Context: an optimization exercise on an open-source flow, tuned for small area, a short achievable clock period and few clock cycles per item. The choices shown serve that exercise and are no tape-out recipe.
Only simulation tests tie the RTL to the original design; equivalence was not proved.
Power is estimated from default activity; no workload was simulated.

--- design/flow/flow/run.sh ---
#!/bin/bash
# ORFS layout through the standard.sh, with these changes:
#  - synthesis runs flow/synth.tcl (the standard flow's script with the ABC script of
#    flow/logic.abc, no adder extraction, no quick abc pass);
#  - plain buffers on the ports instead of the default delay-cell buffers;
#  - the make variables in flow/make_args (repair targets).
# Each tool's output goes to a log file in this folder.
set -euo pipefail
here=$(pwd)
export MY_ABC_SCRIPT=$here/flow/logic.abc
export BUFFER_PORTS_ARGS="-buffer_cell sky130_fd_sc_hd__buf_2"
sed "s#SYNTH_SCRIPT=[^ ]*#SYNTH_SCRIPT=$here/flow/synth.tcl#" standard.sh > my_standard.sh
bash my_standard.sh $(cat flow/make_args) finish > standard.log 2>&1
--- design/flow/flow/logic.abc ---
strash
dc2
dch -f
amap
topo
stime -c
--- design/flow/flow/make_args ---
SETUP_SLACK_MARGIN=7
--- design/flow/flow/synth.tcl ---
# The standard flow's synthesis (synth_recipe.tcl) with three changes: Yosys's quick
# abc pass inside synth is skipped, half/full adders are not extracted (so
# the final ABC run sees all the logic), and ABC runs the script named in
# MY_ABC_SCRIPT instead of ORFS's area script.
proc synth {args} { yosys synth -nofsm -noshare -noabc {*}$args }
proc extract_fa {args} { }
proc abc {args} {
  set i [lsearch -exact $args -script]
  if {$i >= 0} { lset args [expr {$i + 1}] $::env(MY_ABC_SCRIPT) }
  yosys abc {*}$args
}
source $::env(SCRIPTS_DIR)/synth.tcl
# left out here: clear keep_hierarchy, flatten, clean up, hide names made inside functions, write 1_2_yosys.v
--- design/flow/standard.sh ---
#!/bin/bash
# synth_recipe.tcl (not shown) runs the flow's synth.tcl, then flattens the netlist and writes it again
# the make line also repeats each setting of config.mk as NAME=value (left out here)
make -C /OpenROAD-flow-scripts/flow DESIGN_CONFIG=/design/flow/config.mk WORK_HOME=/design/flow/orfs CLKGATE_MAP_FILE= SYNTH_SCRIPT=/design/flow/synth_recipe.tcl "${@:-finish}"
--- design/flow/config.mk ---
export PLATFORM = sky130hd
export DESIGN_NAME = desCore
export DESIGN_NICKNAME = desCore
export VERILOG_FILES = /design/flow/design.v
export SDC_FILE = /design/flow/constraint.sdc
export NUM_CORES = 4
export LEC_CHECK = 0
export ABC_AREA = 1
export CAP_MARGIN = 20
export CORE_MARGIN = 2
export CORE_UTILIZATION = 60
export CTS_CLUSTER_DIAMETER = 500
export CTS_CLUSTER_SIZE = 32
export SLEW_MARGIN = 20
--- design/flow/constraint.sdc ---
create_clock -name core_clock -period 10.0 [get_ports {clk}]
set_input_delay 2.0000 -clock core_clock [delete_from_list [all_inputs] [get_ports {clk}]]
set_output_delay 2.0000 -clock core_clock [all_outputs]
set_load 0.01 [all_outputs]
--- design/flow/design.v ---
package desCtrlPkg;
   localparam int BlockW = 64;
   localparam int HalfW = 32;  
   localparam int KeyW = 64;  
   localparam int SubkeyW = 48;
   localparam int NumRounds = 16;
   localparam int RoundIdxW = 4;
   localparam int CdW = 56;  
   localparam int HalfCdW = 28;  
   typedef enum logic [2:0]
   {
      Idle,  
      Load,  
      Round,  
      Finish,  
      Done  
   } ctrlState;
endpackage
package desTablesPkg;
   localparam logic [447:0] ipTableV = {
      7'd58, 7'd50, 7'd42, 7'd34, 7'd26, 7'd18, 7'd10, 7'd2, 7'd60, 7'd52, 7'd44, 7'd36, 7'd28, 7'd20, 7'd12, 7'd4,
      7'd62, 7'd54, 7'd46, 7'd38, 7'd30, 7'd22, 7'd14, 7'd6, 7'd64, 7'd56, 7'd48, 7'd40, 7'd32, 7'd24, 7'd16, 7'd8,
      7'd57, 7'd49, 7'd41, 7'd33, 7'd25, 7'd17, 7'd9, 7'd1, 7'd59, 7'd51, 7'd43, 7'd35, 7'd27, 7'd19, 7'd11, 7'd3,
      7'd61, 7'd53, 7'd45, 7'd37, 7'd29, 7'd21, 7'd13, 7'd5, 7'd63, 7'd55, 7'd47, 7'd39, 7'd31, 7'd23, 7'd15, 7'd7};
   localparam logic [447:0] fpTableV = {
      7'd40, 7'd8, 7'd48, 7'd16, 7'd56, 7'd24, 7'd64, 7'd32, 7'd39, 7'd7, 7'd47, 7'd15, 7'd55, 7'd23, 7'd63, 7'd31,
      7'd38, 7'd6, 7'd46, 7'd14, 7'd54, 7'd22, 7'd62, 7'd30, 7'd37, 7'd5, 7'd45, 7'd13, 7'd53, 7'd21, 7'd61, 7'd29,
      7'd36, 7'd4, 7'd44, 7'd12, 7'd52, 7'd20, 7'd60, 7'd28, 7'd35, 7'd3, 7'd43, 7'd11, 7'd51, 7'd19, 7'd59, 7'd27,
      7'd34, 7'd2, 7'd42, 7'd10, 7'd50, 7'd18, 7'd58, 7'd26, 7'd33, 7'd1, 7'd41, 7'd9, 7'd49, 7'd17, 7'd57, 7'd25};
   localparam logic [335:0] eTableV = {
      7'd32, 7'd1, 7'd2, 7'd3, 7'd4, 7'd5, 7'd4, 7'd5, 7'd6, 7'd7, 7'd8, 7'd9, 7'd8, 7'd9, 7'd10, 7'd11,
      7'd12, 7'd13, 7'd12, 7'd13, 7'd14, 7'd15, 7'd16, 7'd17, 7'd16, 7'd17, 7'd18, 7'd19, 7'd20, 7'd21, 7'd20, 7'd21,
      7'd22, 7'd23, 7'd24, 7'd25, 7'd24, 7'd25, 7'd26, 7'd27, 7'd28, 7'd29, 7'd28, 7'd29, 7'd30, 7'd31, 7'd32, 7'd1};
   localparam logic [223:0] pTableV = {
      7'd16, 7'd7, 7'd20, 7'd21, 7'd29, 7'd12, 7'd28, 7'd17, 7'd1, 7'd15, 7'd23, 7'd26, 7'd5, 7'd18, 7'd31, 7'd10,
      7'd2, 7'd8, 7'd24, 7'd14, 7'd32, 7'd27, 7'd3, 7'd9, 7'd19, 7'd13, 7'd30, 7'd6, 7'd22, 7'd11, 7'd4, 7'd25};
   localparam logic [391:0] pc1TableV = {
      7'd57, 7'd49, 7'd41, 7'd33, 7'd25, 7'd17, 7'd9, 7'd1, 7'd58, 7'd50, 7'd42, 7'd34, 7'd26, 7'd18, 7'd10, 7'd2,
      7'd59, 7'd51, 7'd43, 7'd35, 7'd27, 7'd19, 7'd11, 7'd3, 7'd60, 7'd52, 7'd44, 7'd36, 7'd63, 7'd55, 7'd47, 7'd39,
      7'd31, 7'd23, 7'd15, 7'd7, 7'd62, 7'd54, 7'd46, 7'd38, 7'd30, 7'd22, 7'd14, 7'd6, 7'd61, 7'd53, 7'd45, 7'd37,
      7'd29, 7'd21, 7'd13, 7'd5, 7'd28, 7'd20, 7'd12, 7'd4};
   localparam logic [335:0] pc2TableV = {
      7'd14, 7'd17, 7'd11, 7'd24, 7'd1, 7'd5, 7'd3, 7'd28, 7'd15, 7'd6, 7'd21, 7'd10, 7'd23, 7'd19, 7'd12, 7'd4,
      7'd26, 7'd8, 7'd16, 7'd7, 7'd27, 7'd20, 7'd13, 7'd2, 7'd41, 7'd52, 7'd31, 7'd37, 7'd47, 7'd55, 7'd30, 7'd40,
      7'd51, 7'd45, 7'd33, 7'd48, 7'd44, 7'd49, 7'd39, 7'd56, 7'd34, 7'd53, 7'd46, 7'd42, 7'd50, 7'd36, 7'd29, 7'd32};
   localparam logic [111:0] shiftTableV = {
      7'd1, 7'd1, 7'd2, 7'd2, 7'd2, 7'd2, 7'd2, 7'd2, 7'd1, 7'd2, 7'd2, 7'd2, 7'd2, 7'd2, 7'd2, 7'd1};
   localparam logic [2047:0] sboxTableV = {
      4'd14, 4'd4, 4'd13, 4'd1, 4'd2, 4'd15, 4'd11, 4'd8, 4'd3, 4'd10, 4'd6, 4'd12, 4'd5, 4'd9, 4'd0, 4'd7,
      4'd0, 4'd15, 4'd7, 4'd4, 4'd14, 4'd2, 4'd13, 4'd1, 4'd10, 4'd6, 4'd12, 4'd11, 4'd9, 4'd5, 4'd3, 4'd8,
      4'd4, 4'd1, 4'd14, 4'd8, 4'd13, 4'd6, 4'd2, 4'd11, 4'd15, 4'd12, 4'd9, 4'd7, 4'd3, 4'd10, 4'd5, 4'd0,
      4'd15, 4'd12, 4'd8, 4'd2, 4'd4, 4'd9, 4'd1, 4'd7, 4'd5, 4'd11, 4'd3, 4'd14, 4'd10, 4'd0, 4'd6, 4'd13,
      4'd15, 4'd1, 4'd8, 4'd14, 4'd6, 4'd11, 4'd3, 4'd4, 4'd9, 4'd7, 4'd2, 4'd13, 4'd12, 4'd0, 4'd5, 4'd10,
      4'd3, 4'd13, 4'd4, 4'd7, 4'd15, 4'd2, 4'd8, 4'd14, 4'd12, 4'd0, 4'd1, 4'd10, 4'd6, 4'd9, 4'd11, 4'd5,
      4'd0, 4'd14, 4'd7, 4'd11, 4'd10, 4'd4, 4'd13, 4'd1, 4'd5, 4'd8, 4'd12, 4'd6, 4'd9, 4'd3, 4'd2, 4'd15,
      4'd13, 4'd8, 4'd10, 4'd1, 4'd3, 4'd15, 4'd4, 4'd2, 4'd11, 4'd6, 4'd7, 4'd12, 4'd0, 4'd5, 4'd14, 4'd9,
      4'd10, 4'd0, 4'd9, 4'd14, 4'd6, 4'd3, 4'd15, 4'd5, 4'd1, 4'd13, 4'd12, 4'd7, 4'd11, 4'd4, 4'd2, 4'd8,
      4'd13, 4'd7, 4'd0, 4'd9, 4'd3, 4'd4, 4'd6, 4'd10, 4'd2, 4'd8, 4'd5, 4'd14, 4'd12, 4'd11, 4'd15, 4'd1,
      4'd13, 4'd6, 4'd4, 4'd9, 4'd8, 4'd15, 4'd3, 4'd0, 4'd11, 4'd1, 4'd2, 4'd12, 4'd5, 4'd10, 4'd14, 4'd7,
      4'd1, 4'd10, 4'd13, 4'd0, 4'd6, 4'd9, 4'd8, 4'd7, 4'd4, 4'd15, 4'd14, 4'd3, 4'd11, 4'd5, 4'd2, 4'd12,
      4'd7, 4'd13, 4'd14, 4'd3, 4'd0, 4'd6, 4'd9, 4'd10, 4'd1, 4'd2, 4'd8, 4'd5, 4'd11, 4'd12, 4'd4, 4'd15,
      4'd13, 4'd8, 4'd11, 4'd5, 4'd6, 4'd15, 4'd0, 4'd3, 4'd4, 4'd7, 4'd2, 4'd12, 4'd1, 4'd10, 4'd14, 4'd9,
      4'd10, 4'd6, 4'd9, 4'd0, 4'd12, 4'd11, 4'd7, 4'd13, 4'd15, 4'd1, 4'd3, 4'd14, 4'd5, 4'd2, 4'd8, 4'd4,
      4'd3, 4'd15, 4'd0, 4'd6, 4'd10, 4'd1, 4'd13, 4'd8, 4'd9, 4'd4, 4'd5, 4'd11, 4'd12, 4'd7, 4'd2, 4'd14,
      4'd2, 4'd12, 4'd4, 4'd1, 4'd7, 4'd10, 4'd11, 4'd6, 4'd8, 4'd5, 4'd3, 4'd15, 4'd13, 4'd0, 4'd14, 4'd9,
      4'd14, 4'd11, 4'd2, 4'd12, 4'd4, 4'd7, 4'd13, 4'd1, 4'd5, 4'd0, 4'd15, 4'd10, 4'd3, 4'd9, 4'd8, 4'd6,
      4'd4, 4'd2, 4'd1, 4'd11, 4'd10, 4'd13, 4'd7, 4'd8, 4'd15, 4'd9, 4'd12, 4'd5, 4'd6, 4'd3, 4'd0, 4'd14,
      4'd11, 4'd8, 4'd12, 4'd7, 4'd1, 4'd14, 4'd2, 4'd13, 4'd6, 4'd15, 4'd0, 4'd9, 4'd10, 4'd4, 4'd5, 4'd3,
      4'd12, 4'd1, 4'd10, 4'd15, 4'd9, 4'd2, 4'd6, 4'd8, 4'd0, 4'd13, 4'd3, 4'd4, 4'd14, 4'd7, 4'd5, 4'd11,
      4'd10, 4'd15, 4'd4, 4'd2, 4'd7, 4'd12, 4'd9, 4'd5, 4'd6, 4'd1, 4'd13, 4'd14, 4'd0, 4'd11, 4'd3, 4'd8,
      4'd9, 4'd14, 4'd15, 4'd5, 4'd2, 4'd8, 4'd12, 4'd3, 4'd7, 4'd0, 4'd4, 4'd10, 4'd1, 4'd13, 4'd11, 4'd6,
      4'd4, 4'd3, 4'd2, 4'd12, 4'd9, 4'd5, 4'd15, 4'd10, 4'd11, 4'd14, 4'd1, 4'd7, 4'd6, 4'd0, 4'd8, 4'd13,
      4'd4, 4'd11, 4'd2, 4'd14, 4'd15, 4'd0, 4'd8, 4'd13, 4'd3, 4'd12, 4'd9, 4'd7, 4'd5, 4'd10, 4'd6, 4'd1,
      4'd13, 4'd0, 4'd11, 4'd7, 4'd4, 4'd9, 4'd1, 4'd10, 4'd14, 4'd3, 4'd5, 4'd12, 4'd2, 4'd15, 4'd8, 4'd6,
      4'd1, 4'd4, 4'd11, 4'd13, 4'd12, 4'd3, 4'd7, 4'd14, 4'd10, 4'd15, 4'd6, 4'd8, 4'd0, 4'd5, 4'd9, 4'd2,
      4'd6, 4'd11, 4'd13, 4'd8, 4'd1, 4'd4, 4'd10, 4'd7, 4'd9, 4'd5, 4'd0, 4'd15, 4'd14, 4'd2, 4'd3, 4'd12,
      4'd13, 4'd2, 4'd8, 4'd4, 4'd6, 4'd15, 4'd11, 4'd1, 4'd10, 4'd9, 4'd3, 4'd14, 4'd5, 4'd0, 4'd12, 4'd7,
      4'd1, 4'd15, 4'd13, 4'd8, 4'd10, 4'd3, 4'd7, 4'd4, 4'd12, 4'd5, 4'd6, 4'd11, 4'd0, 4'd14, 4'd9, 4'd2,
      4'd7, 4'd11, 4'd4, 4'd1, 4'd9, 4'd12, 4'd14, 4'd2, 4'd0, 4'd6, 4'd10, 4'd13, 4'd15, 4'd3, 4'd5, 4'd8,
      4'd2, 4'd1, 4'd14, 4'd7, 4'd4, 4'd10, 4'd8, 4'd13, 4'd15, 4'd12, 4'd9, 4'd0, 4'd3, 4'd5, 4'd6, 4'd11};
endpackage
module desSbox #(
   parameter int boxIdx = 0
) (
   input logic [5:0] sIn,
   output logic [3:0] sOut
);
   logic [3:0] s1;
   logic [3:0] s2;
   logic [3:0] s3;
   logic [3:0] s4;
   logic [3:0] s5;
   logic [3:0] s6;
   logic [3:0] s7;
   logic [3:0] s8;
   always_comb
   begin
      case (sIn)
         6'd0: s1 = 4'd14;
         6'd1: s1 = 4'd0;
         6'd2: s1 = 4'd4;
         6'd3: s1 = 4'd15;
         6'd4: s1 = 4'd13;
         6'd5: s1 = 4'd7;
         6'd6: s1 = 4'd1;
         6'd7: s1 = 4'd4;
         6'd8: s1 = 4'd2;
         6'd9: s1 = 4'd14;
         6'd10: s1 = 4'd15;
         6'd11: s1 = 4'd2;
         6'd12: s1 = 4'd11;
         6'd13: s1 = 4'd13;
         6'd14: s1 = 4'd8;
         6'd15: s1 = 4'd1;
         6'd16: s1 = 4'd3;
         6'd17: s1 = 4'd10;
         6'd18: s1 = 4'd10;
         6'd19: s1 = 4'd6;
         6'd20: s1 = 4'd6;
         6'd21: s1 = 4'd12;
         6'd22: s1 = 4'd12;
         6'd23: s1 = 4'd11;
         6'd24: s1 = 4'd5;
         6'd25: s1 = 4'd9;
         6'd26: s1 = 4'd9;
         6'd27: s1 = 4'd5;
         6'd28: s1 = 4'd0;
         6'd29: s1 = 4'd3;
         6'd30: s1 = 4'd7;
         6'd31: s1 = 4'd8;
         6'd32: s1 = 4'd4;
         6'd33: s1 = 4'd15;
         6'd34: s1 = 4'd1;
         6'd35: s1 = 4'd12;
         6'd36: s1 = 4'd14;
         6'd37: s1 = 4'd8;
         6'd38: s1 = 4'd8;
         6'd39: s1 = 4'd2;
         6'd40: s1 = 4'd13;
         6'd41: s1 = 4'd4;
         6'd42: s1 = 4'd6;
         6'd43: s1 = 4'd9;
         6'd44: s1 = 4'd2;
         6'd45: s1 = 4'd1;
         6'd46: s1 = 4'd11;
         6'd47: s1 = 4'd7;
         6'd48: s1 = 4'd15;
         6'd49: s1 = 4'd5;
         6'd50: s1 = 4'd12;
         6'd51: s1 = 4'd11;
         6'd52: s1 = 4'd9;
         6'd53: s1 = 4'd3;
         6'd54: s1 = 4'd7;
         6'd55: s1 = 4'd14;
         6'd56: s1 = 4'd3;
         6'd57: s1 = 4'd10;
         6'd58: s1 = 4'd10;
         6'd59: s1 = 4'd0;
         6'd60: s1 = 4'd5;
         6'd61: s1 = 4'd6;
         6'd62: s1 = 4'd0;
         6'd63: s1 = 4'd13;
         default: s1 = 4'd0;
      endcase
   end
   always_comb
   begin
      case (sIn)
         6'd0: s2 = 4'd15;
         6'd1: s2 = 4'd3;
         6'd2: s2 = 4'd1;
         6'd3: s2 = 4'd13;
         6'd4: s2 = 4'd8;
         6'd5: s2 = 4'd4;
         6'd6: s2 = 4'd14;
         6'd7: s2 = 4'd7;
         6'd8: s2 = 4'd6;
         6'd9: s2 = 4'd15;
         6'd10: s2 = 4'd11;
         6'd11: s2 = 4'd2;
         6'd12: s2 = 4'd3;
         6'd13: s2 = 4'd8;
         6'd14: s2 = 4'd4;
         6'd15: s2 = 4'd14;
         6'd16: s2 = 4'd9;
         6'd17: s2 = 4'd12;
         6'd18: s2 = 4'd7;
         6'd19: s2 = 4'd0;
         6'd20: s2 = 4'd2;
         6'd21: s2 = 4'd1;
         6'd22: s2 = 4'd13;
         6'd23: s2 = 4'd10;
         6'd24: s2 = 4'd12;
         6'd25: s2 = 4'd6;
         6'd26: s2 = 4'd0;
         6'd27: s2 = 4'd9;
         6'd28: s2 = 4'd5;
         6'd29: s2 = 4'd11;
         6'd30: s2 = 4'd10;
         6'd31: s2 = 4'd5;
         6'd32: s2 = 4'd0;
         6'd33: s2 = 4'd13;
         6'd34: s2 = 4'd14;
         6'd35: s2 = 4'd8;
         6'd36: s2 = 4'd7;
         6'd37: s2 = 4'd10;
         6'd38: s2 = 4'd11;
         6'd39: s2 = 4'd1;
         6'd40: s2 = 4'd10;
         6'd41: s2 = 4'd3;
         6'd42: s2 = 4'd4;
         6'd43: s2 = 4'd15;
         6'd44: s2 = 4'd13;
         6'd45: s2 = 4'd4;
         6'd46: s2 = 4'd1;
         6'd47: s2 = 4'd2;
         6'd48: s2 = 4'd5;
         6'd49: s2 = 4'd11;
         6'd50: s2 = 4'd8;
         6'd51: s2 = 4'd6;
         6'd52: s2 = 4'd12;
         6'd53: s2 = 4'd7;
         6'd54: s2 = 4'd6;
         6'd55: s2 = 4'd12;
         6'd56: s2 = 4'd9;
         6'd57: s2 = 4'd0;
         6'd58: s2 = 4'd3;
         6'd59: s2 = 4'd5;
         6'd60: s2 = 4'd2;
         6'd61: s2 = 4'd14;
         6'd62: s2 = 4'd15;
         6'd63: s2 = 4'd9;
         default: s2 = 4'd0;
      endcase
   end
   always_comb
   begin
      case (sIn)
         6'd0: s3 = 4'd10;
         6'd1: s3 = 4'd13;
         6'd2: s3 = 4'd0;
         6'd3: s3 = 4'd7;
         6'd4: s3 = 4'd9;
         6'd5: s3 = 4'd0;
         6'd6: s3 = 4'd14;
         6'd7: s3 = 4'd9;
         6'd8: s3 = 4'd6;
         6'd9: s3 = 4'd3;
         6'd10: s3 = 4'd3;
         6'd11: s3 = 4'd4;
         6'd12: s3 = 4'd15;
         6'd13: s3 = 4'd6;
         6'd14: s3 = 4'd5;
         6'd15: s3 = 4'd10;
         6'd16: s3 = 4'd1;
         6'd17: s3 = 4'd2;
         6'd18: s3 = 4'd13;
         6'd19: s3 = 4'd8;
         6'd20: s3 = 4'd12;
         6'd21: s3 = 4'd5;
         6'd22: s3 = 4'd7;
         6'd23: s3 = 4'd14;
         6'd24: s3 = 4'd11;
         6'd25: s3 = 4'd12;
         6'd26: s3 = 4'd4;
         6'd27: s3 = 4'd11;
         6'd28: s3 = 4'd2;
         6'd29: s3 = 4'd15;
         6'd30: s3 = 4'd8;
         6'd31: s3 = 4'd1;
         6'd32: s3 = 4'd13;
         6'd33: s3 = 4'd1;
         6'd34: s3 = 4'd6;
         6'd35: s3 = 4'd10;
         6'd36: s3 = 4'd4;
         6'd37: s3 = 4'd13;
         6'd38: s3 = 4'd9;
         6'd39: s3 = 4'd0;
         6'd40: s3 = 4'd8;
         6'd41: s3 = 4'd6;
         6'd42: s3 = 4'd15;
         6'd43: s3 = 4'd9;
         6'd44: s3 = 4'd3;
         6'd45: s3 = 4'd8;
         6'd46: s3 = 4'd0;
         6'd47: s3 = 4'd7;
         6'd48: s3 = 4'd11;
         6'd49: s3 = 4'd4;
         6'd50: s3 = 4'd1;
         6'd51: s3 = 4'd15;
         6'd52: s3 = 4'd2;
         6'd53: s3 = 4'd14;
         6'd54: s3 = 4'd12;
         6'd55: s3 = 4'd3;
         6'd56: s3 = 4'd5;
         6'd57: s3 = 4'd11;
         6'd58: s3 = 4'd10;
         6'd59: s3 = 4'd5;
         6'd60: s3 = 4'd14;
         6'd61: s3 = 4'd2;
         6'd62: s3 = 4'd7;
         6'd63: s3 = 4'd12;
         default: s3 = 4'd0;
      endcase
   end
   always_comb
   begin
      case (sIn)
         6'd0: s4 = 4'd7;
         6'd1: s4 = 4'd13;
         6'd2: s4 = 4'd13;
         6'd3: s4 = 4'd8;
         6'd4: s4 = 4'd14;
         6'd5: s4 = 4'd11;
         6'd6: s4 = 4'd3;
         6'd7: s4 = 4'd5;
         6'd8: s4 = 4'd0;
         6'd9: s4 = 4'd6;
         6'd10: s4 = 4'd6;
         6'd11: s4 = 4'd15;
         6'd12: s4 = 4'd9;
         6'd13: s4 = 4'd0;
         6'd14: s4 = 4'd10;
         6'd15: s4 = 4'd3;
         6'd16: s4 = 4'd1;
         6'd17: s4 = 4'd4;
         6'd18: s4 = 4'd2;
         6'd19: s4 = 4'd7;
         6'd20: s4 = 4'd8;
         6'd21: s4 = 4'd2;
         6'd22: s4 = 4'd5;
         6'd23: s4 = 4'd12;
         6'd24: s4 = 4'd11;
         6'd25: s4 = 4'd1;
         6'd26: s4 = 4'd12;
         6'd27: s4 = 4'd10;
         6'd28: s4 = 4'd4;
         6'd29: s4 = 4'd14;
         6'd30: s4 = 4'd15;
         6'd31: s4 = 4'd9;
         6'd32: s4 = 4'd10;
         6'd33: s4 = 4'd3;
         6'd34: s4 = 4'd6;
         6'd35: s4 = 4'd15;
         6'd36: s4 = 4'd9;
         6'd37: s4 = 4'd0;
         6'd38: s4 = 4'd0;
         6'd39: s4 = 4'd6;
         6'd40: s4 = 4'd12;
         6'd41: s4 = 4'd10;
         6'd42: s4 = 4'd11;
         6'd43: s4 = 4'd1;
         6'd44: s4 = 4'd7;
         6'd45: s4 = 4'd13;
         6'd46: s4 = 4'd13;
         6'd47: s4 = 4'd8;
         6'd48: s4 = 4'd15;
         6'd49: s4 = 4'd9;
         6'd50: s4 = 4'd1;
         6'd51: s4 = 4'd4;
         6'd52: s4 = 4'd3;
         6'd53: s4 = 4'd5;
         6'd54: s4 = 4'd14;
         6'd55: s4 = 4'd11;
         6'd56: s4 = 4'd5;
         6'd57: s4 = 4'd12;
         6'd58: s4 = 4'd2;
         6'd59: s4 = 4'd7;
         6'd60: s4 = 4'd8;
         6'd61: s4 = 4'd2;
         6'd62: s4 = 4'd4;
         6'd63: s4 = 4'd14;
         default: s4 = 4'd0;
      endcase
   end
   always_comb
   begin
      case (sIn)
         6'd0: s5 = 4'd2;
         6'd1: s5 = 4'd14;
         6'd2: s5 = 4'd12;
         6'd3: s5 = 4'd11;
         6'd4: s5 = 4'd4;
         6'd5: s5 = 4'd2;
         6'd6: s5 = 4'd1;
         6'd7: s5 = 4'd12;
         6'd8: s5 = 4'd7;
         6'd9: s5 = 4'd4;
         6'd10: s5 = 4'd10;
         6'd11: s5 = 4'd7;
         6'd12: s5 = 4'd11;
         6'd13: s5 = 4'd13;
         6'd14: s5 = 4'd6;
         6'd15: s5 = 4'd1;
         6'd16: s5 = 4'd8;
         6'd17: s5 = 4'd5;
         6'd18: s5 = 4'd5;
         6'd19: s5 = 4'd0;
         6'd20: s5 = 4'd3;
         6'd21: s5 = 4'd15;
         6'd22: s5 = 4'd15;
         6'd23: s5 = 4'd10;
         6'd24: s5 = 4'd13;
         6'd25: s5 = 4'd3;
         6'd26: s5 = 4'd0;
         6'd27: s5 = 4'd9;
         6'd28: s5 = 4'd14;
         6'd29: s5 = 4'd8;
         6'd30: s5 = 4'd9;
         6'd31: s5 = 4'd6;
         6'd32: s5 = 4'd4;
         6'd33: s5 = 4'd11;
         6'd34: s5 = 4'd2;
         6'd35: s5 = 4'd8;
         6'd36: s5 = 4'd1;
         6'd37: s5 = 4'd12;
         6'd38: s5 = 4'd11;
         6'd39: s5 = 4'd7;
         6'd40: s5 = 4'd10;
         6'd41: s5 = 4'd1;
         6'd42: s5 = 4'd13;
         6'd43: s5 = 4'd14;
         6'd44: s5 = 4'd7;
         6'd45: s5 = 4'd2;
         6'd46: s5 = 4'd8;
         6'd47: s5 = 4'd13;
         6'd48: s5 = 4'd15;
         6'd49: s5 = 4'd6;
         6'd50: s5 = 4'd9;
         6'd51: s5 = 4'd15;
         6'd52: s5 = 4'd12;
         6'd53: s5 = 4'd0;
         6'd54: s5 = 4'd5;
         6'd55: s5 = 4'd9;
         6'd56: s5 = 4'd6;
         6'd57: s5 = 4'd10;
         6'd58: s5 = 4'd3;
         6'd59: s5 = 4'd4;
         6'd60: s5 = 4'd0;
         6'd61: s5 = 4'd5;
         6'd62: s5 = 4'd14;
         6'd63: s5 = 4'd3;
         default: s5 = 4'd0;
      endcase
   end
   always_comb
   begin
      case (sIn)
         6'd0: s6 = 4'd12;
         6'd1: s6 = 4'd10;
         6'd2: s6 = 4'd1;
         6'd3: s6 = 4'd15;
         6'd4: s6 = 4'd10;
         6'd5: s6 = 4'd4;
         6'd6: s6 = 4'd15;
         6'd7: s6 = 4'd2;
         6'd8: s6 = 4'd9;
         6'd9: s6 = 4'd7;
         6'd10: s6 = 4'd2;
         6'd11: s6 = 4'd12;
         6'd12: s6 = 4'd6;
         6'd13: s6 = 4'd9;
         6'd14: s6 = 4'd8;
         6'd15: s6 = 4'd5;
         6'd16: s6 = 4'd0;
         6'd17: s6 = 4'd6;
         6'd18: s6 = 4'd13;
         6'd19: s6 = 4'd1;
         6'd20: s6 = 4'd3;
         6'd21: s6 = 4'd13;
         6'd22: s6 = 4'd4;
         6'd23: s6 = 4'd14;
         6'd24: s6 = 4'd14;
         6'd25: s6 = 4'd0;
         6'd26: s6 = 4'd7;
         6'd27: s6 = 4'd11;
         6'd28: s6 = 4'd5;
         6'd29: s6 = 4'd3;
         6'd30: s6 = 4'd11;
         6'd31: s6 = 4'd8;
         6'd32: s6 = 4'd9;
         6'd33: s6 = 4'd4;
         6'd34: s6 = 4'd14;
         6'd35: s6 = 4'd3;
         6'd36: s6 = 4'd15;
         6'd37: s6 = 4'd2;
         6'd38: s6 = 4'd5;
         6'd39: s6 = 4'd12;
         6'd40: s6 = 4'd2;
         6'd41: s6 = 4'd9;
         6'd42: s6 = 4'd8;
         6'd43: s6 = 4'd5;
         6'd44: s6 = 4'd12;
         6'd45: s6 = 4'd15;
         6'd46: s6 = 4'd3;
         6'd47: s6 = 4'd10;
         6'd48: s6 = 4'd7;
         6'd49: s6 = 4'd11;
         6'd50: s6 = 4'd0;
         6'd51: s6 = 4'd14;
         6'd52: s6 = 4'd4;
         6'd53: s6 = 4'd1;
         6'd54: s6 = 4'd10;
         6'd55: s6 = 4'd7;
         6'd56: s6 = 4'd1;
         6'd57: s6 = 4'd6;
         6'd58: s6 = 4'd13;
         6'd59: s6 = 4'd0;
         6'd60: s6 = 4'd11;
         6'd61: s6 = 4'd8;
         6'd62: s6 = 4'd6;
         6'd63: s6 = 4'd13;
         default: s6 = 4'd0;
      endcase
   end
   always_comb
   begin
      case (sIn)
         6'd0: s7 = 4'd4;
         6'd1: s7 = 4'd13;
         6'd2: s7 = 4'd11;
         6'd3: s7 = 4'd0;
         6'd4: s7 = 4'd2;
         6'd5: s7 = 4'd11;
         6'd6: s7 = 4'd14;
         6'd7: s7 = 4'd7;
         6'd8: s7 = 4'd15;
         6'd9: s7 = 4'd4;
         6'd10: s7 = 4'd0;
         6'd11: s7 = 4'd9;
         6'd12: s7 = 4'd8;
         6'd13: s7 = 4'd1;
         6'd14: s7 = 4'd13;
         6'd15: s7 = 4'd10;
         6'd16: s7 = 4'd3;
         6'd17: s7 = 4'd14;
         6'd18: s7 = 4'd12;
         6'd19: s7 = 4'd3;
         6'd20: s7 = 4'd9;
         6'd21: s7 = 4'd5;
         6'd22: s7 = 4'd7;
         6'd23: s7 = 4'd12;
         6'd24: s7 = 4'd5;
         6'd25: s7 = 4'd2;
         6'd26: s7 = 4'd10;
         6'd27: s7 = 4'd15;
         6'd28: s7 = 4'd6;
         6'd29: s7 = 4'd8;
         6'd30: s7 = 4'd1;
         6'd31: s7 = 4'd6;
         6'd32: s7 = 4'd1;
         6'd33: s7 = 4'd6;
         6'd34: s7 = 4'd4;
         6'd35: s7 = 4'd11;
         6'd36: s7 = 4'd11;
         6'd37: s7 = 4'd13;
         6'd38: s7 = 4'd13;
         6'd39: s7 = 4'd8;
         6'd40: s7 = 4'd12;
         6'd41: s7 = 4'd1;
         6'd42: s7 = 4'd3;
         6'd43: s7 = 4'd4;
         6'd44: s7 = 4'd7;
         6'd45: s7 = 4'd10;
         6'd46: s7 = 4'd14;
         6'd47: s7 = 4'd7;
         6'd48: s7 = 4'd10;
         6'd49: s7 = 4'd9;
         6'd50: s7 = 4'd15;
         6'd51: s7 = 4'd5;
         6'd52: s7 = 4'd6;
         6'd53: s7 = 4'd0;
         6'd54: s7 = 4'd8;
         6'd55: s7 = 4'd15;
         6'd56: s7 = 4'd0;
         6'd57: s7 = 4'd14;
         6'd58: s7 = 4'd5;
         6'd59: s7 = 4'd2;
         6'd60: s7 = 4'd9;
         6'd61: s7 = 4'd3;
         6'd62: s7 = 4'd2;
         6'd63: s7 = 4'd12;
         default: s7 = 4'd0;
      endcase
   end
   always_comb
   begin
      case (sIn)
         6'd0: s8 = 4'd13;
         6'd1: s8 = 4'd1;
         6'd2: s8 = 4'd2;
         6'd3: s8 = 4'd15;
         6'd4: s8 = 4'd8;
         6'd5: s8 = 4'd13;
         6'd6: s8 = 4'd4;
         6'd7: s8 = 4'd8;
         6'd8: s8 = 4'd6;
         6'd9: s8 = 4'd10;
         6'd10: s8 = 4'd15;
         6'd11: s8 = 4'd3;
         6'd12: s8 = 4'd11;
         6'd13: s8 = 4'd7;
         6'd14: s8 = 4'd1;
         6'd15: s8 = 4'd4;
         6'd16: s8 = 4'd10;
         6'd17: s8 = 4'd12;
         6'd18: s8 = 4'd9;
         6'd19: s8 = 4'd5;
         6'd20: s8 = 4'd3;
         6'd21: s8 = 4'd6;
         6'd22: s8 = 4'd14;
         6'd23: s8 = 4'd11;
         6'd24: s8 = 4'd5;
         6'd25: s8 = 4'd0;
         6'd26: s8 = 4'd0;
         6'd27: s8 = 4'd14;
         6'd28: s8 = 4'd12;
         6'd29: s8 = 4'd9;
         6'd30: s8 = 4'd7;
         6'd31: s8 = 4'd2;
         6'd32: s8 = 4'd7;
         6'd33: s8 = 4'd2;
         6'd34: s8 = 4'd11;
         6'd35: s8 = 4'd1;
         6'd36: s8 = 4'd4;
         6'd37: s8 = 4'd14;
         6'd38: s8 = 4'd1;
         6'd39: s8 = 4'd7;
         6'd40: s8 = 4'd9;
         6'd41: s8 = 4'd4;
         6'd42: s8 = 4'd12;
         6'd43: s8 = 4'd10;
         6'd44: s8 = 4'd14;
         6'd45: s8 = 4'd8;
         6'd46: s8 = 4'd2;
         6'd47: s8 = 4'd13;
         6'd48: s8 = 4'd0;
         6'd49: s8 = 4'd15;
         6'd50: s8 = 4'd6;
         6'd51: s8 = 4'd12;
         6'd52: s8 = 4'd10;
         6'd53: s8 = 4'd9;
         6'd54: s8 = 4'd13;
         6'd55: s8 = 4'd0;
         6'd56: s8 = 4'd15;
         6'd57: s8 = 4'd3;
         6'd58: s8 = 4'd3;
         6'd59: s8 = 4'd5;
         6'd60: s8 = 4'd5;
         6'd61: s8 = 4'd6;
         6'd62: s8 = 4'd8;
         6'd63: s8 = 4'd11;
         default: s8 = 4'd0;
      endcase
   end
   always_comb
   begin
      case (boxIdx)
         0: sOut = s1;
         1: sOut = s2;
         2: sOut = s3;
         3: sOut = s4;
         4: sOut = s5;
         5: sOut = s6;
         6: sOut = s7;
         7: sOut = s8;
         default: sOut = 4'd0;
      endcase
   end
endmodule
module desRoundFunction (
   input logic [desCtrlPkg::HalfW-1:0] rightHalf,
   input logic [desCtrlPkg::SubkeyW-1:0] subkey,
   output logic [desCtrlPkg::HalfW-1:0] fOut
);
   localparam int HalfW = desCtrlPkg::HalfW;
   localparam int SubkeyW = desCtrlPkg::SubkeyW;
   localparam logic [335:0] eTableV = desTablesPkg::eTableV;
   localparam logic [223:0] pTableV = desTablesPkg::pTableV;
   localparam int NumBoxes = 8;
   logic [SubkeyW-1:0] expanded;
   logic [SubkeyW-1:0] mixed;
   logic [HalfW-1:0] sCat;
   always_comb
   begin
      for (int i = 0; i < SubkeyW; i++)
      begin
         expanded[SubkeyW-1-i] = rightHalf[HalfW - eTableV[7*(47 - (i)) +: 7]];
      end
   end
   assign mixed = expanded ^ subkey;  
   for (genvar k = 0; k < NumBoxes; k++)
   begin : gBox
      desSbox #(
         .boxIdx(k)
      ) uSbox (
         .sIn(mixed[SubkeyW-1-6*k -: 6]),
         .sOut(sCat[HalfW-1-4*k -: 4])
      );
   end
   always_comb
   begin
      for (int i = 0; i < HalfW; i++)
      begin
         fOut[HalfW-1-i] = sCat[HalfW - pTableV[7*(31 - (i)) +: 7]];
      end
   end
endmodule
module desKeySchedule (
   input logic clk,
   input logic load,
   input logic shiftOne,
   input logic decrypt,
   input logic [desCtrlPkg::KeyW-1:0] key,
   output logic [desCtrlPkg::SubkeyW-1:0] subkey
);
   localparam int KeyW = desCtrlPkg::KeyW;
   localparam int SubkeyW = desCtrlPkg::SubkeyW;
   localparam int CdW = desCtrlPkg::CdW;
   localparam int HalfCdW = desCtrlPkg::HalfCdW;
   localparam logic [391:0] pc1TableV = desTablesPkg::pc1TableV;
   localparam logic [335:0] pc2TableV = desTablesPkg::pc2TableV;
   logic [CdW-1:0] pc1Out;
   logic [HalfCdW-1:0] c0, d0;
   logic [HalfCdW-1:0] cReg, dReg;
   logic [CdW-1:0] cdCur;
   logic decryptQ;
   always_comb
   begin
      for (int i = 0; i < CdW; i++)
      begin
         pc1Out[CdW-1-i] = key[KeyW - pc1TableV[7*(55 - (i)) +: 7]];
      end
   end
   assign c0 = pc1Out[CdW-1:HalfCdW];
   assign d0 = pc1Out[HalfCdW-1:0];
   logic selLoadDec, selLoadEnc, selL1, selL2, selR1, selR2;
   assign selLoadDec = load & decrypt;
   assign selLoadEnc = load & ~decrypt;
   assign selL1 = ~load & ~decryptQ & shiftOne;
   assign selL2 = ~load & ~decryptQ & ~shiftOne;
   assign selR1 = ~load & decryptQ & shiftOne;
   assign selR2 = ~load & decryptQ & ~shiftOne;
   function automatic logic [HalfCdW-1:0] nextHalf(input logic [HalfCdW-1:0] x,
      input logic [HalfCdW-1:0] y);
      nextHalf = ({HalfCdW{selLoadDec}} & y)
         | ({HalfCdW{selLoadEnc}} & {y[HalfCdW-2:0], y[HalfCdW-1]})
         | ({HalfCdW{selL1}} & {x[HalfCdW-2:0], x[HalfCdW-1]})
         | ({HalfCdW{selL2}} & {x[HalfCdW-3:0], x[HalfCdW-1:HalfCdW-2]})
         | ({HalfCdW{selR1}} & {x[0], x[HalfCdW-1:1]})
         | ({HalfCdW{selR2}} & {x[1:0], x[HalfCdW-1:2]});
   endfunction
   always_ff @(posedge clk)
   begin
      if (load)
         decryptQ <= decrypt;  
   end
   always_ff @(posedge clk)
   begin
      cReg <= nextHalf(cReg, c0);
      dReg <= nextHalf(dReg, d0);
   end
   assign cdCur = {cReg, dReg};
   always_comb
   begin
      for (int i = 0; i < SubkeyW; i++)
      begin
         subkey[SubkeyW-1-i] = cdCur[CdW - pc2TableV[7*(47 - (i)) +: 7]];
      end
   end
endmodule
module desDataPath (
   input logic clk,
   input logic load,
   input logic step,
   input logic hold,
   input logic [desCtrlPkg::BlockW-1:0] block,
   input logic [desCtrlPkg::HalfW-1:0] fOut,
   output logic [desCtrlPkg::HalfW-1:0] rightHalf,
   output logic [desCtrlPkg::BlockW-1:0] result
);
   localparam int BlockW = desCtrlPkg::BlockW;
   localparam int HalfW = desCtrlPkg::HalfW;
   localparam logic [447:0] ipTableV = desTablesPkg::ipTableV;
   localparam logic [447:0] fpTableV = desTablesPkg::fpTableV;
   logic [BlockW-1:0] ipOut;
   logic [BlockW-1:0] fpIn;
   logic [HalfW-1:0] lReg, rReg;
   always_comb
   begin
      for (int i = 0; i < BlockW; i++)
      begin
         ipOut[BlockW-1-i] = block[BlockW - ipTableV[7*(63 - (i)) +: 7]];
      end
   end
   always_ff @(posedge clk)
   begin
      lReg <= ({HalfW{load}} & ipOut[BlockW-1:HalfW])
         | ({HalfW{step}} & rReg)
         | ({HalfW{hold}} & lReg);
      rReg <= ({HalfW{load}} & ipOut[HalfW-1:0])
         | ({HalfW{step}} & (lReg ^ fOut))  
         | ({HalfW{hold}} & rReg);
   end
   assign fpIn = {rReg, lReg};  
   always_comb
   begin
      for (int i = 0; i < BlockW; i++)
      begin
         result[BlockW-1-i] = fpIn[BlockW - fpTableV[7*(63 - (i)) +: 7]];
      end
   end
   assign rightHalf = rReg;
endmodule
module desControl (
   input logic clk,
   input logic rstN,
   input logic req,
   output logic ack,
   output logic load,
   output logic step,
   output logic hold,
   output logic shiftOne
);
   logic idleQ;
   logic runQ;
   logic doneQ;
   logic [3:0] roundCnt;
   always_ff @(posedge clk)
   begin
      if (!rstN)
      begin
         idleQ <= 1'b1;
         runQ <= 1'b0;
         doneQ <= 1'b0;
      end
      else
      begin
         if (idleQ && req)
         begin
            idleQ <= 1'b0;
            runQ <= 1'b1;
         end
         if (runQ && roundCnt == 4'd15)
         begin
            runQ <= 1'b0;
            doneQ <= 1'b1;
         end
         if (doneQ && !req)
         begin
            doneQ <= 1'b0;  
            idleQ <= 1'b1;
         end
      end
   end
   always_ff @(posedge clk)
   begin
      if (!runQ)
         roundCnt <= '0;
      else
         roundCnt <= roundCnt + 1'b1;
   end
   assign load = idleQ;
   assign step = runQ;
   assign hold = doneQ;
   assign shiftOne = (roundCnt == 4'd0) || (roundCnt == 4'd7) || (roundCnt == 4'd14);
   assign ack = doneQ;
endmodule
module desCore (
   input logic clk,
   input logic rstN,
   input logic req,
   output logic ack,
   input logic decrypt,
   input logic [desCtrlPkg::BlockW-1:0] block,
   input logic [desCtrlPkg::KeyW-1:0] key,
   output logic [desCtrlPkg::BlockW-1:0] result
);
   localparam int HalfW = desCtrlPkg::HalfW;
   localparam int SubkeyW = desCtrlPkg::SubkeyW;
   logic load;
   logic step;
   logic hold;
   logic shiftOne;
   logic [SubkeyW-1:0] subkey;
   logic [HalfW-1:0] rightHalf;
   logic [HalfW-1:0] fOut;
   desControl uControl (
      .clk(clk),
      .rstN(rstN),
      .req(req),
      .ack(ack),
      .load(load),
      .step(step),
      .hold(hold),
      .shiftOne(shiftOne)
   );
   desKeySchedule uKeySchedule (
      .clk(clk),
      .load(load),
      .shiftOne(shiftOne),
      .decrypt(decrypt),
      .key(key),
      .subkey(subkey)
   );
   desRoundFunction uRoundFunction (
      .rightHalf(rightHalf),
      .subkey(subkey),
      .fOut(fOut)
   );
   desDataPath uDataPath (
      .clk(clk),
      .load(load),
      .step(step),
      .hold(hold),
      .block(block),
      .fOut(fOut),
      .rightHalf(rightHalf),
      .result(result)
   );
endmodule
==> reports/qor.csv, run 1 <==
stage,metric,value,unit
clock_tree,later-pin clock latency in the skew report,0.44,ns
detailed_routing,drt via density,6.84,
pwr,Int Power,1540,uW
setup_path,Reg2Reg Depth,12,
detailed_routing,total wire length,35700,microns
pwr,Logic pwr share,0.505,
synth,largest family of logic cells by synthesized area,compound AO/OA/AOI/OAI gates,
synth,Mapped Cells,1388,
clock_tree,TritonCTS clock tree,done,
setup_path,worst setup path class,reg2out,
floorplan,num ports,197,
sta,worst-case clock skew,0.00828,ns
floorplan,Initial Utilization,0.607,
setup_path,critical path's top delay family,flip-flops,
floorplan,total core area,15100,sq um
placement,DP Wirelength,23500,microns
sta,Fin. Hold Viols,0,
sta,Tcrit/Tclk final,0.303,
clock_tree,# clock sinks,128,
detailed_routing,1st-iter DRT viols,1777,
pwr,Net Sw Frac,0.446,
setup_path,CP Data Arrival Time,1.03,ns
setup_path,nature of the critical path startpoint,flip-flop,
setup_path,CP Depth,1,
cells_and_area,diode count,0,
setup_path,Crit path required time,8.00,ns
synth,cell taking the most area after synthesis,dfxtp_1,
sta,post-route setup slack,6.97,ns
pwr,Leak,0.00437,uW
sta,setup tns final,0,ns
synth,Synth Area in Compound Gates,0.419,
clock_tree,Num CTS Buffers,17,
sta,min cycle time layout,3.03,ns
synth,"EDFF count, synth",1,
run_status,status,finished clean,
detailed_routing,DRT antenna net count,0,
pwr,peak supply drop,0.126,mV
clock_tree,clock slew at reported path FFs,0.06,ns
sta,# setup viols final,0,
floorplan,DIE WIDTH,128,microns
sta,actual slew at the worst max-slew pin,0.883,ns
synth,Synth Area in Simple Gates,0.187,
cells_and_area,fin area,11800,sq um
synth,leading register cell type out of synthesis,dfxtp_1,
global_route,initial antenna violation count,0,
detailed_routing,Pre-antenna DRT Iters,6,
worst_hold_path,hold path cells,1,
cells_and_area,Synth-to-Final Area Change,29.3,%
cells_and_area,layout cells sized above 1,0.225,
worst_hold_path,hold path startpoint,uControl.roundCnt[0]$_SDFF_PN0_,
clock_tree,H-tree Lvls,4,
detailed_routing,total number of vias,12519,
synth,Synth Area in XOR/XNOR,0.000956,
global_route,pin count of the biggest net entering global routing,57,
synth,Netlist cell types,37,
cells_and_area,# fillers,1132,
detailed_routing,DRC violations left,0,
pwr,Power Density,234,nW/um^2
flow_run,Max Cap Viol,0,
setup_path,Setup crit end kind,primary output,
placement,RD Place Congestion,0.977,
cells_and_area,Final Non-Filler Cells,1829,
setup_path,crit path from,uDataPath.rReg[23]$_DFF_P_,
synth,synthesized area,9170,sq um
floorplan,num rows,45,
setup_path,internal reg-to-reg setup slack,7.03,ns
synth,top cell type's share of synthesized area,0.277,
synth,register area share after synthesis,0.281,
synth,Synth top cells by count,"nor2_1 (286), clkinv_1 (274), o22ai_1 (167), dfxtp_1 (127), o221ai_1 (99)",
worst_hold_path,worst min path class,reg2reg,
setup_path,CP Max Fanout,4,
synth,"Avg Cell Area, Syn",6.60,sq um
pwr,Clock Power Share,0.248,
synth,yosys warns,12,
clock_tree,hold_buf cts,0,
synth,Synth Area in Adders,0,
synth,ranking of synthesized cells by area,"dfxtp_1 (28%), nor2_1 (12%), o22ai_1 (11%)",
setup_path,CP bufs+invs,1,
pwr,Psw,1240,uW
clock_tree,Root Buffer,clkbuf_16,
placement,placed instance area,10500,sq um
synth,asr flop ratio synth,0,
synth,most instantiated library cell after synthesis,nor2_1,
clock_tree,Max Buffers Root-to-Sink,2,
global_route,overall routing resource usage,0.409,
placement,pre-CTS WS,6.49,ns
setup_path,Critical R2R Capture,uDataPath.rReg[30]$_DFF_P_,
synth,mux cell area share after synthesis,0,
sta,unrepaired setup endpoints after global routing,yes,
sta,Slew Limit Headroom,0.411,
placement,IO Port Bufs,188,
setup_path,startpoint of the worst register-to-register path,uDataPath.rReg[23]$_DFF_P_,
sta,Max Clk Rate,330,MHz
worst_hold_path,Worst Hold End,uControl.roundCnt[0]$_SDFF_PN0_,
floorplan,die area,16300,sq um
floorplan,die span in y,128,microns
detailed_routing,DR WL/cell,19.5,microns
setup_path,"Max stage delay cell, worst path",dfxtp_2,
pwr,sequential group share of total power,0.248,
cells_and_area,nets,1760,
placement,placed cells,1778,
setup_path,crit-path cells,buf_2,
global_route,remaining global-route overflow,0,
setup_path,critical path's largest stage delay,0.42,ns
global_route,vias in the first global route,10447,
synth,"FF+latch count, synth",128,
global_route,first-pass GRT wire length,53400,microns
sta,fin. max-slew vios,0,
synth,synthesized net count,1520,
-- power groups by stage --
stage	clock network (uW)	logic [uW]	registers, uW
2_1_floorplan	0	860	668
3_3_place_gp	0	1200	665
3_5_place_dp	0	1210	667
4_1_cts	680	1250	665
5_1_grt	707	1520	691
6_report	687	1400	687
-- worst max-delay path by stage --
stage	endpoint
6_report	result[4]
4_1_cts	result[50]
5_1_grt	uDataPath.rReg[24]$_DFF_P_
3_3_place_gp	uDataPath.rReg[15]$_DFF_P_
2_1_floorplan	uKeySchedule.cReg[4]$_DFF_P_
3_5_place_dp	uKeySchedule.cReg[4]$_DFF_P_
-- cells in the final DEF, fill, tap and decap left out, types with 31 or more instances in the layout --
master	instances
a21oi_1	34
buf_2	188
buf_4	31
clkinv_1	252
dfxtp_1	97
nand2_1	73
nor2_1	269
nor3_1	45
o211ai_1	35
o21ai_0	87
o221ai_1	99
o22ai_1	138
-- per-layer routing --
metal / track usage / vias to the layer above / part of all wire
met2: 0.606 / 1067 / 0.43
met5: 0 / - / 0
li1: - / 5705 / -
met3: 0.101 / 185 / 0.14
met4: 0.192 / 0 / 0.043
met1: 0.558 / 5562 / 0.39
-- area by class of cell --
type | instances | area (sq um) | area share
timing repair buffer | 219 | 1170 | 0.0991
clock inverter | 10 | 155 | 0.0131
tap | 188 | 235 | 0.0199
multi-input combinational | 988 | 6110 | 0.516
clock buffer | 22 | 484 | 0.0409
inverter | 274 | 1070 | 0.0902
sequential | 128 | 2620 | 0.221
-- worst reg2reg max path: cells and delay by family, from the launching register on --
family / cells / cell delay [ns]
AOI/OAI and AO/OA: 5 / 0.95
buffers and inverters: 2 / 0.48
DFF: 1 / 0.42
and+or+nand+nor: 5 / 0.97
-- stage by stage --
| stage | utilization | power, uW | hold slack, ns |
|---|---|---|---|
| after floorplan | - | 1530 | 0.407 |
| after global placement | 0.695 | 1870 | 0.422 |
| after detailed placement | 0.695 | 1880 | 0.427 |
| after CTS | 0.752 | 2590 | 0.440 |
| after global routing | 0.785 | 2920 | 0.454 |
| final | 0.785 | 2780 | 0.435 |
-- logic make-up after synthesis --
| family | count (synthesis) |
|---|---|
| AO/OA/AOI/OAI | 556 |
| AND/OR/NAND/NOR | 429 |
| buffers and inverters | 274 |
| flip-flops | 128 |
| XOR/XNOR | 1 |
-- timing repair --
action / CTS / global route
setup buffers: 0 / 17
pin swaps: 0 / 6
cloned: 1 / 1
hold endpoints to repair: 0 / 0
gates resized for setup: 54 / 94
endpoints found under the setup margin: 102 / 50
-- sequential cells by signal, indices dropped and copies added, names as in the netlist --
name and cells:
uDataPath.rReg 32, uControl.doneQ 1, uKeySchedule.cReg 28, uControl.roundCnt 4, uControl.runQ 1, uControl.idleQ 1
uDataPath.lReg 32, uKeySchedule.decryptQ 1, uKeySchedule.dReg 28
Testbench counts, summed over its fixed seeds: cycles 7,680, items 384.
==> run 2: changes to the inputs <==
--- a/design/flow/config.mk
+++ b/design/flow/config.mk
@@ -8,7 +8,5 @@
 export ABC_AREA = 1
 export CAP_MARGIN = 20
 export CORE_MARGIN = 2
-export CORE_UTILIZATION = 60
-export CTS_CLUSTER_DIAMETER = 500
-export CTS_CLUSTER_SIZE = 32
+export CORE_UTILIZATION = 40
 export SLEW_MARGIN = 20
==> run 2 against run 1 <==
  * Still clean on timing, DRC and antenna
  * Maximum frequency rose by 0.70%
  * Synthesized area did not move
  * Cell count rose by 5.9%
  * Global-route usage fell by 10 points
  * Combinational power barely moved
==> reports/qor.csv, run 2 <==
stage,metric,value,unit,change
synth,yosys warns,12,,unchanged
floorplan,die area,24100,sq um,+48%
synth,synthesized area,9170,sq um,unchanged
setup_path,Crit path required time,8.00,ns,about the same
detailed_routing,1st-iter DRT viols,1234,,-31%
detailed_routing,DR top layer,met4,,
setup_path,Critical R2R Capture,uDataPath.rReg[4]$_DFF_P_,,
run_status,status,finished clean,,
setup_path,CP bufs+invs,1,,unchanged
synth,"FF+latch count, synth",128,,unchanged
global_route,initial antenna violation count,1,,+1
clock_tree,Num CTS Buffers,17,,unchanged
global_route,first-pass GRT wire length,58300,microns,+9.2%
floorplan,num rows,55,,+22%
detailed_routing,Pre-antenna DRT Iters,7,,+1
placement,pre-CTS WS,6.40,ns,-0.0941 ns
detailed_routing,DRT antenna net count,0,,unchanged
setup_path,CP Data Arrival Time,1.01,ns,-0.02 ns
cells_and_area,nets,1769,,+0.51%
sta,Tcrit/Tclk final,0.301,,-0.00210
sta,Fin. Hold Viols,0,,unchanged
detailed_routing,DRC violations left,0,,unchanged
setup_path,crit-path cells,buf_2,,
cells_and_area,"most common cell after layout, fill and taps aside",nor2_1,,
setup_path,worst setup path class,reg2out,,
cells_and_area,layout cells sized above 1,0.250,,+0.0242
detailed_routing,DR WL/cell,19.8,microns,+1.5%
clock_tree,TritonCTS clock tree,done,,
synth,top cell type's share of synthesized area,0.277,,unchanged
placement,placed instance area,10600,sq um,+1.1%
synth,ranking of synthesized cells by area,"dfxtp_1 (28%), nor2_1 (12%), o22ai_1 (11%)",,
setup_path,critical path's top delay family,flip-flops,,
synth,asr flop ratio synth,0,,unchanged
floorplan,num ports,197,,unchanged
sta,# setup viols final,0,,unchanged
placement,RD Place Congestion,0.957,,-2.1%
synth,cell taking the most area after synthesis,dfxtp_1,,
worst_hold_path,hold path cells,1,,unchanged
pwr,Power Density,232,nW/um^2,-0.96%
pwr,peak supply drop,0.105,mV,-17%
worst_hold_path,Worst Hold End,uControl.roundCnt[0]$_SDFF_PN0_,,
sta,post-route setup slack,6.99,ns,+0.0210 ns
global_route,remaining global-route overflow,0,,unchanged
detailed_routing,met1 wire length,17900,microns,+29%
placement,IO Port Bufs,188,,unchanged
setup_path,startpoint of the worst register-to-register path,uDataPath.rReg[24]$_DFF_P_,,
synth,most instantiated library cell after synthesis,nor2_1,,
floorplan,total core area,22600,sq um,+50%
cells_and_area,fin area,12200,sq um,+2.8%
clock_tree,H-tree Lvls,4,,unchanged
flow_run,Max Cap Viol,0,,unchanged
clock_tree,Root Buffer,clkbuf_16,,
floorplan,DIE WIDTH,155,microns,+22%
sta,worst-case clock skew,0.0175,ns,+0.00927 ns
detailed_routing,total number of vias,11973,,-4.4%
sta,unrepaired setup endpoints after global routing,yes,,
sta,Slew Limit Headroom,0.373,,-0.0379
global_route,pin count of the biggest net entering global routing,57,,unchanged
cells_and_area,Synth-to-Final Area Change,32.9,%,
floorplan,die span in y,155,microns,+22%
sta,min cycle time layout,3.01,ns,-0.0210 ns
worst_hold_path,hold path startpoint,uControl.roundCnt[0]$_SDFF_PN0_,,
setup_path,nature of the critical path startpoint,flip-flop,,
setup_path,internal reg-to-reg setup slack,7.13,ns,+0.10 ns
synth,synthesized net count,1520,,unchanged
synth,Netlist cell types,37,,unchanged
clock_tree,hold_buf cts,0,,unchanged
sta,Max Clk Rate,333,MHz,+0.70%
synth,leading register cell type out of synthesis,dfxtp_1,,
setup_path,CP Max Fanout,4,,unchanged
global_route,vias in the first global route,10279,,-1.6%
sta,fin. max-slew vios,0,,unchanged
synth,"EDFF count, synth",1,,unchanged
floorplan,Initial Utilization,0.406,,-0.201
synth,register area share after synthesis,0.281,,unchanged
cells_and_area,top flop regs,"uDataPath.lReg: 32 flops, uDataPath.rReg: 32 flops",,
synth,"Avg Cell Area, Syn",6.60,sq um,unchanged
setup_path,"Max stage delay cell, worst path",dfxtp_4,,
detailed_routing,routed wl met2,16900,microns,+9.5%
synth,Synth top cells by count,"nor2_1 (286), clkinv_1 (274), o22ai_1 (167), dfxtp_1 (127), o221ai_1 (99)",,
clock_tree,# clock sinks,128,,unchanged
placement,DP Wirelength,26500,microns,+13%
synth,Mapped Cells,1388,,unchanged
sta,setup tns final,0,ns,unchanged
pwr,Leak,0.00444,uW,+1.6%
detailed_routing,met3 WL,3050,microns,-37%
setup_path,Setup crit end kind,primary output,,
clock_tree,later-pin clock latency in the skew report,0.44,ns,about the same
detailed_routing,total wire length,38400,microns,+7.4%
clock_tree,Max Buffers Root-to-Sink,2,,unchanged
cells_and_area,most frequent cells in the layout,"nor2_1 (265), clkinv_1 (236), buf_2 (186), o22ai_1 (133), o221ai_1 (99)",,
setup_path,Reg2Reg Depth,13,,+1
worst_hold_path,worst min path class,reg2reg,,
sta,actual slew at the worst max-slew pin,0.934,ns,+0.0511 ns
clock_tree,clock slew at reported path FFs,0.06,ns,about the same
setup_path,critical path's largest stage delay,0.42,ns,about the same
detailed_routing,drt via density,6.18,,-9.6%
global_route,overall routing resource usage,0.306,,-0.103
setup_path,crit path from,uDataPath.rReg[16]$_DFF_P_,,
## run 2: per-layer routing
layer,vias up,GRT usage
met1,5628,0.455
li1,5711,-
met2,592,0.464
met5,-,0
met3,42,0.0421
met4,0,0.0791
## run 2: cell type report
class	count	area (sq um)
Fill cell	2314	10400
Multi-Input combinational cell	987	6170
Sequential cell	128	2640
Timing Repair Buffer	229	1260
Inverter	274	1100
Clock buffer	19	443
Tap cell	285	357
Clock inverter	13	209
Antenna cell	1	2.50
## run 2: how the worst max path moves through the flow
stage	endpoint	slack (ns)	cells past startpoint
3_5_place_dp	uKeySchedule.cReg[4]$_DFF_P_	6.40	5
5_1_grt	uDataPath.rReg[25]$_DFF_P_	6.95	14
6_report	result[60]	6.99	1
3_3_place_gp	uDataPath.rReg[4]$_DFF_P_	6.40	11
4_1_cts	uDataPath.rReg[4]$_DFF_P_	6.86	11
2_1_floorplan	uKeySchedule.cReg[4]$_DFF_P_	6.97	3
## run 2: cell families after synthesis
| group | synth area share |
|---|---|
| AO/OA/AOI/OAI | 0.419 |
| XOR/XNOR | 0.000956 |
| buffers and inverters | 0.112 |
| flip-flops | 0.281 |
| AND/OR/NAND/NOR | 0.187 |
## run 2: worst reg2reg max path: stages (launching register included)
cell and delay, ns:
dfxtp_2 0.40, clkinv_1 0.22, o22ai_4 0.24, clkinv_1 0.16, nor2_2 0.23, nor2_2 0.10, clkinv_1 0.13, o22ai_1 0.14
a221oi_2 0.34, a31oi_1 0.09, o32ai_2 0.22, nand2_1 0.11, o211ai_1 0.11, o221ai_1 0.19
## run 2: where the power goes
| group | internal, uW | switching [uW] | leakage [uW] |
|---|---|---|---|
| logic | 519 | 911 | 0.00305 |
| registers | 595 | 94.1 | 0.00108 |
| clock network | 450 | 257 | 0.000310 |
## run 2: stage by stage
| step | std cells | utilization | hold WS, ns | power, uW |
|---|---|---|---|---|
| 6_report | 1936 | 0.540 | 0.449 | 2830 |
| 5_1_grt | 1935 | 0.540 | 0.486 | 3000 |
| 4_1_cts | 1907 | 0.513 | 0.448 | 2680 |
| 3_5_place_dp | 1874 | 0.470 | 0.436 | 1910 |
| 3_3_place_gp | 1874 | 0.470 | 0.425 | 1920 |
| 2_1_floorplan | 1388 | - | 0.407 | 1530 |
## run 2: repair_timing
item,CTS,global route
setup endpoints to repair,105,62
resized for setup,77,115
cloned,1,0
setup buffers,0,28
pin swaps,0,14
==> run 3: changes to the inputs <==
--- a/design/flow/design.v
+++ b/design/flow/design.v
@@ -793,14 +793,16 @@
          ipOut[BlockW-1-i] = block[BlockW - ipTableV[7*(63 - (i)) +: 7]];
       end
    end
+   logic [HalfW-1:0] rBase;
+   assign rBase = ({HalfW{load}} & ipOut[HalfW-1:0])
+      | ({HalfW{step}} & lReg)
+      | ({HalfW{hold}} & rReg);
    always_ff @(posedge clk)
    begin
       lReg <= ({HalfW{load}} & ipOut[BlockW-1:HalfW])
          | ({HalfW{step}} & rReg)
          | ({HalfW{hold}} & lReg);
-      rReg <= ({HalfW{load}} & ipOut[HalfW-1:0])
-         | ({HalfW{step}} & (lReg ^ fOut))  
-         | ({HalfW{hold}} & rReg);
+      rReg <= rBase ^ ({HalfW{step}} & fOut);  
    end
    assign fpIn = {rReg, lReg};  
    always_comb
--- a/design/flow/config.mk
+++ b/design/flow/config.mk
@@ -8,5 +8,5 @@
 export ABC_AREA = 1
 export CAP_MARGIN = 20
 export CORE_MARGIN = 2
-export CORE_UTILIZATION = 40
+export CORE_UTILIZATION = 60
 export SLEW_MARGIN = 20
==> run 3 against run 2 <==
  * Still clean on timing, DRC and antenna
  * Total power up 2.8%
  * Sequential share of layout area up 1.4 points
  * Maximum frequency down 0.44%
  * Via count up 1.3%
  * Design area down 6.0%
  * Clock-buffer cell count up 4
  * Setup slack worse by 0.013 ns
  * Largest cell class unchanged
==> reports/qor.csv, run 3 <==
stage,metric,value,unit,change
detailed_routing,DR WL/cell,18.7,microns,-5.5%
clock_tree,Max Buffers Root-to-Sink,2,,unchanged
sta,min cycle time layout,3.02,ns,+0.0134 ns
synth,"Avg Cell Area, Syn",6.68,sq um,+1.2%
sta,Fin. Hold Viols,0,,unchanged
synth,most instantiated library cell after synthesis,nor2_1,,
sta,Max Clk Rate,331,MHz,-0.44%
global_route,gr busiest metal,met2,,
clock_tree,Num CTS Buffers,17,,unchanged
setup_path,CP Max Fanout,5,,+1
cells_and_area,top flop regs,"uDataPath.lReg: 32 flops, uDataPath.rReg: 32 flops",,
cells_and_area,nets,1720,,-2.8%
sta,worst-case clock skew,0.00842,ns,-0.00912 ns
sta,unrepaired setup endpoints after global routing,yes,,
sta,Slew Limit Headroom,0.389,,+0.0158
synth,Mapped Cells,1358,,-2.2%
global_route,remaining global-route overflow,0,,unchanged
synth,ranking of synthesized cells by area,"dfxtp_1 (28%), nor2_1 (12%), o22ai_1 (9.7%)",,
synth,Synth Area in Adders,0,,unchanged
detailed_routing,total wire length,33400,microns,-13%
synth,asr flop ratio synth,0,,unchanged
synth,"EDFF count, synth",1,,unchanged
clock_tree,H-tree Lvls,4,,unchanged
placement,DP Wirelength,21900,microns,-17%
clock_tree,hold_buf cts,0,,unchanged
setup_path,"Max stage delay cell, worst path",dfxtp_4,,
pwr,Leak,0.00438,uW,-1.4%
synth,Netlist cell types,37,,unchanged
synth,cell taking the most area after synthesis,dfxtp_1,,
detailed_routing,total number of vias,12133,,+1.3%
placement,RD Place Congestion,1.01,,+5.7%
setup_path,CP Data Arrival Time,1.02,ns,about the same
clock_tree,Root Buffer,clkbuf_16,,
sta,Tcrit/Tclk final,0.302,,+0.00134
setup_path,worst setup path class,reg2out,,
detailed_routing,1st-iter DRT viols,2205,,+79%
sta,setup tns final,0,ns,unchanged
sta,fin. max-slew vios,0,,unchanged
global_route,first-pass GRT wire length,51100,microns,-12%
flow_run,Max Cap Viol,0,,unchanged
cells_and_area,"most common cell after layout, fill and taps aside",nor2_1,,
synth,synthesized area,9070,sq um,-1.0%
synth,top cell type's share of synthesized area,0.280,,+0.00279
floorplan,die span in y,127,microns,-18%
worst_hold_path,worst min path class,reg2reg,,
placement,placed instance area,10400,sq um,-1.9%
cells_and_area,diode count,0,,-1
cells_and_area,Synth-to-Final Area Change,26.1,%,
clock_tree,clock slew at reported path FFs,0.06,ns,about the same
cells_and_area,layout cells sized above 1,0.197,,-0.0523
detailed_routing,DRC violations left,0,,unchanged
synth,"FF+latch count, synth",128,,unchanged
detailed_routing,DRT antenna net count,0,,unchanged
synth,largest family of logic cells by synthesized area,compound AO/OA/AOI/OAI gates,,
synth,synthesized net count,1490,,-2.0%
synth,mux cell area share after synthesis,0,,unchanged
synth,Synth Area in Compound Gates,0.421,,+0.00242
cells_and_area,most frequent cells in the layout,"nor2_1 (288), clkinv_1 (218), buf_2 (187), o22ai_1 (128), o21ai_0 (117)",,
synth,leading register cell type out of synthesis,dfxtp_1,,
placement,IO Port Bufs,188,,unchanged
floorplan,num ports,197,,unchanged
global_route,initial antenna violation count,0,,-1
floorplan,DIE WIDTH,127,microns,-18%
clock_tree,later-pin clock latency in the skew report,0.43,ns,about the same
global_route,vias in the first global route,10424,,+1.4%
synth,yosys warns,12,,unchanged
setup_path,Crit path required time,8.00,ns,about the same
global_route,met2 GRT Util,0.619,,+0.155
synth,register area share after synthesis,0.284,,+0.00283
floorplan,total core area,14600,sq um,-35%
global_route,met3 usage,0.0733,,+0.0312
sta,# setup viols final,0,,unchanged
pwr,peak supply drop,0.154,mV,+47%
detailed_routing,drt via density,6.80,,+9.9%
sta,actual slew at the worst max-slew pin,0.916,ns,-0.0179 ns
floorplan,Initial Utilization,0.620,,+0.214
setup_path,critical path's largest stage delay,0.35,ns,-0.07 ns
synth,Synth top cells by count,"nor2_1 (296), clkinv_1 (223), o22ai_1 (141), o21ai_0 (128), dfxtp_1 (127)",,
floorplan,num rows,44,,-20%
setup_path,Setup crit end kind,primary output,,
cells_and_area,fin area,11400,sq um,-6.0%
synth,Synth Area in Simple Gates,0.198,,+0.0108
clock_tree,TritonCTS clock tree,done,,
cells_and_area,# fillers,1090,,-53%
pwr,Power Density,254,nW/um^2,+9.4%
detailed_routing,Pre-antenna DRT Iters,14,,+7
synth,Synth Area in XOR/XNOR,0.00483,,+0.00387
setup_path,crit-path cells,buf_12 > buf_6,,
global_route,pin count of the biggest net entering global routing,76,,+33%
run_status,status,finished clean,,
global_route,grt met1 use,0.515,,+0.0605
global_route,overall routing resource usage,0.385,,+0.0788
clock_tree,# clock sinks,128,,unchanged
setup_path,nature of the critical path startpoint,flip-flop,,
floorplan,die area,16100,sq um,-33%
[run 3: metrics by stage]
step	hold WS, ns	util	worst slack (ns)	total power [uW]	cells
after global placement	0.422	0.710	6.53	2100	1745
after floorplan	0.407	-	6.88	1720	1358
after CTS	0.447	0.764	6.75	2800	1778
after detailed placement	0.432	0.710	6.52	2110	1745
after global routing	0.489	0.782	6.96	3090	1785
final	0.449	0.782	6.98	2910	1785
[run 3: cells by family (layout without fill, tap and decap cells)]
family | count (synthesis) | after routing
AOI/OAI and AO/OA | 562 | 562
DFF | 128 | 128
xor gates and xnor gates | 5 | 5
and+or+nand+nor | 440 | 441
buffers and inverters | 223 | 465
[run 3: path summary, 6_finish.rpt]
kind / from / end / slack [ns] / cells past startpoint
hold reg to reg: uControl.roundCnt[0]$_SDFF_PN0_ / uControl.roundCnt[0]$_SDFF_PN0_ / 0.45 / 1
setup reg to reg: uDataPath.rReg[20]$_DFF_P_ / uDataPath.rReg[2]$_DFF_P_ / 7.15 / 14
hold / removal: uControl.roundCnt[0]$_SDFF_PN0_ / uControl.roundCnt[0]$_SDFF_PN0_ / 0.45 / 1
setup / recovery: uControl.doneQ$_SDFFE_PP0P_ / ack / 6.98 / 2
[run 3: worst max-delay path, delay by kind of cell, from the launching register on]
| family | cells | cell delay (ns) |
|---|---|---|
| buffers and inverters | 2 | 0.24 |
| flip-flops | 1 | 0.35 |
[run 3: what timing repair did]
action                                  4_1_cts  5_1_grt
gates cloned                                  1        2
hold endpoints to repair                      0        0
gates resized for setup                      56       47
setup buffers                                 0        5
endpoints found under the setup margin       55       53
pin swaps                                     0        2
[run 3: final cells by class]
cell class | count | area [sq um] | area share
flip-flops and latches | 128 | 2640 | 0.231
clock buffers | 23 | 498 | 0.0435
clock inverters | 9 | 129 | 0.0113
multi-input cells | 1008 | 5940 | 0.519
well taps | 184 | 230 | 0.0201
inverters | 223 | 843 | 0.0737
repair buffers | 210 | 1170 | 0.102
[run 3: routing by layer]
layer,vias to the layer above,wire length [microns]
li1,5641,-
met1,5402,12400
met2,936,15000
met3,154,4640
met4,0,1360
met5,-,0
[run 3: report_power, final]
group / switching, uW / leakage (uW) / internal, uW
sequential: 109 / 0.00108 / 617
combinational: 978 / 0.00299 / 534
clock: 242 / 0.000305 / 424
total: 1330 / 0.00438 / 1580
Testbench counts of run 3, summed over its fixed seeds: cycles 7,680, items 384.

Re-timed with assumed drivers on the ports (clkbuf_16 on the clock, buf_2 on other inputs), run 3 has 6.936 ns of setup slack against 6.980 ns with ideal ports, and 6.602 ns once port delays also move by the mid clock arrival of 0.470 ns.
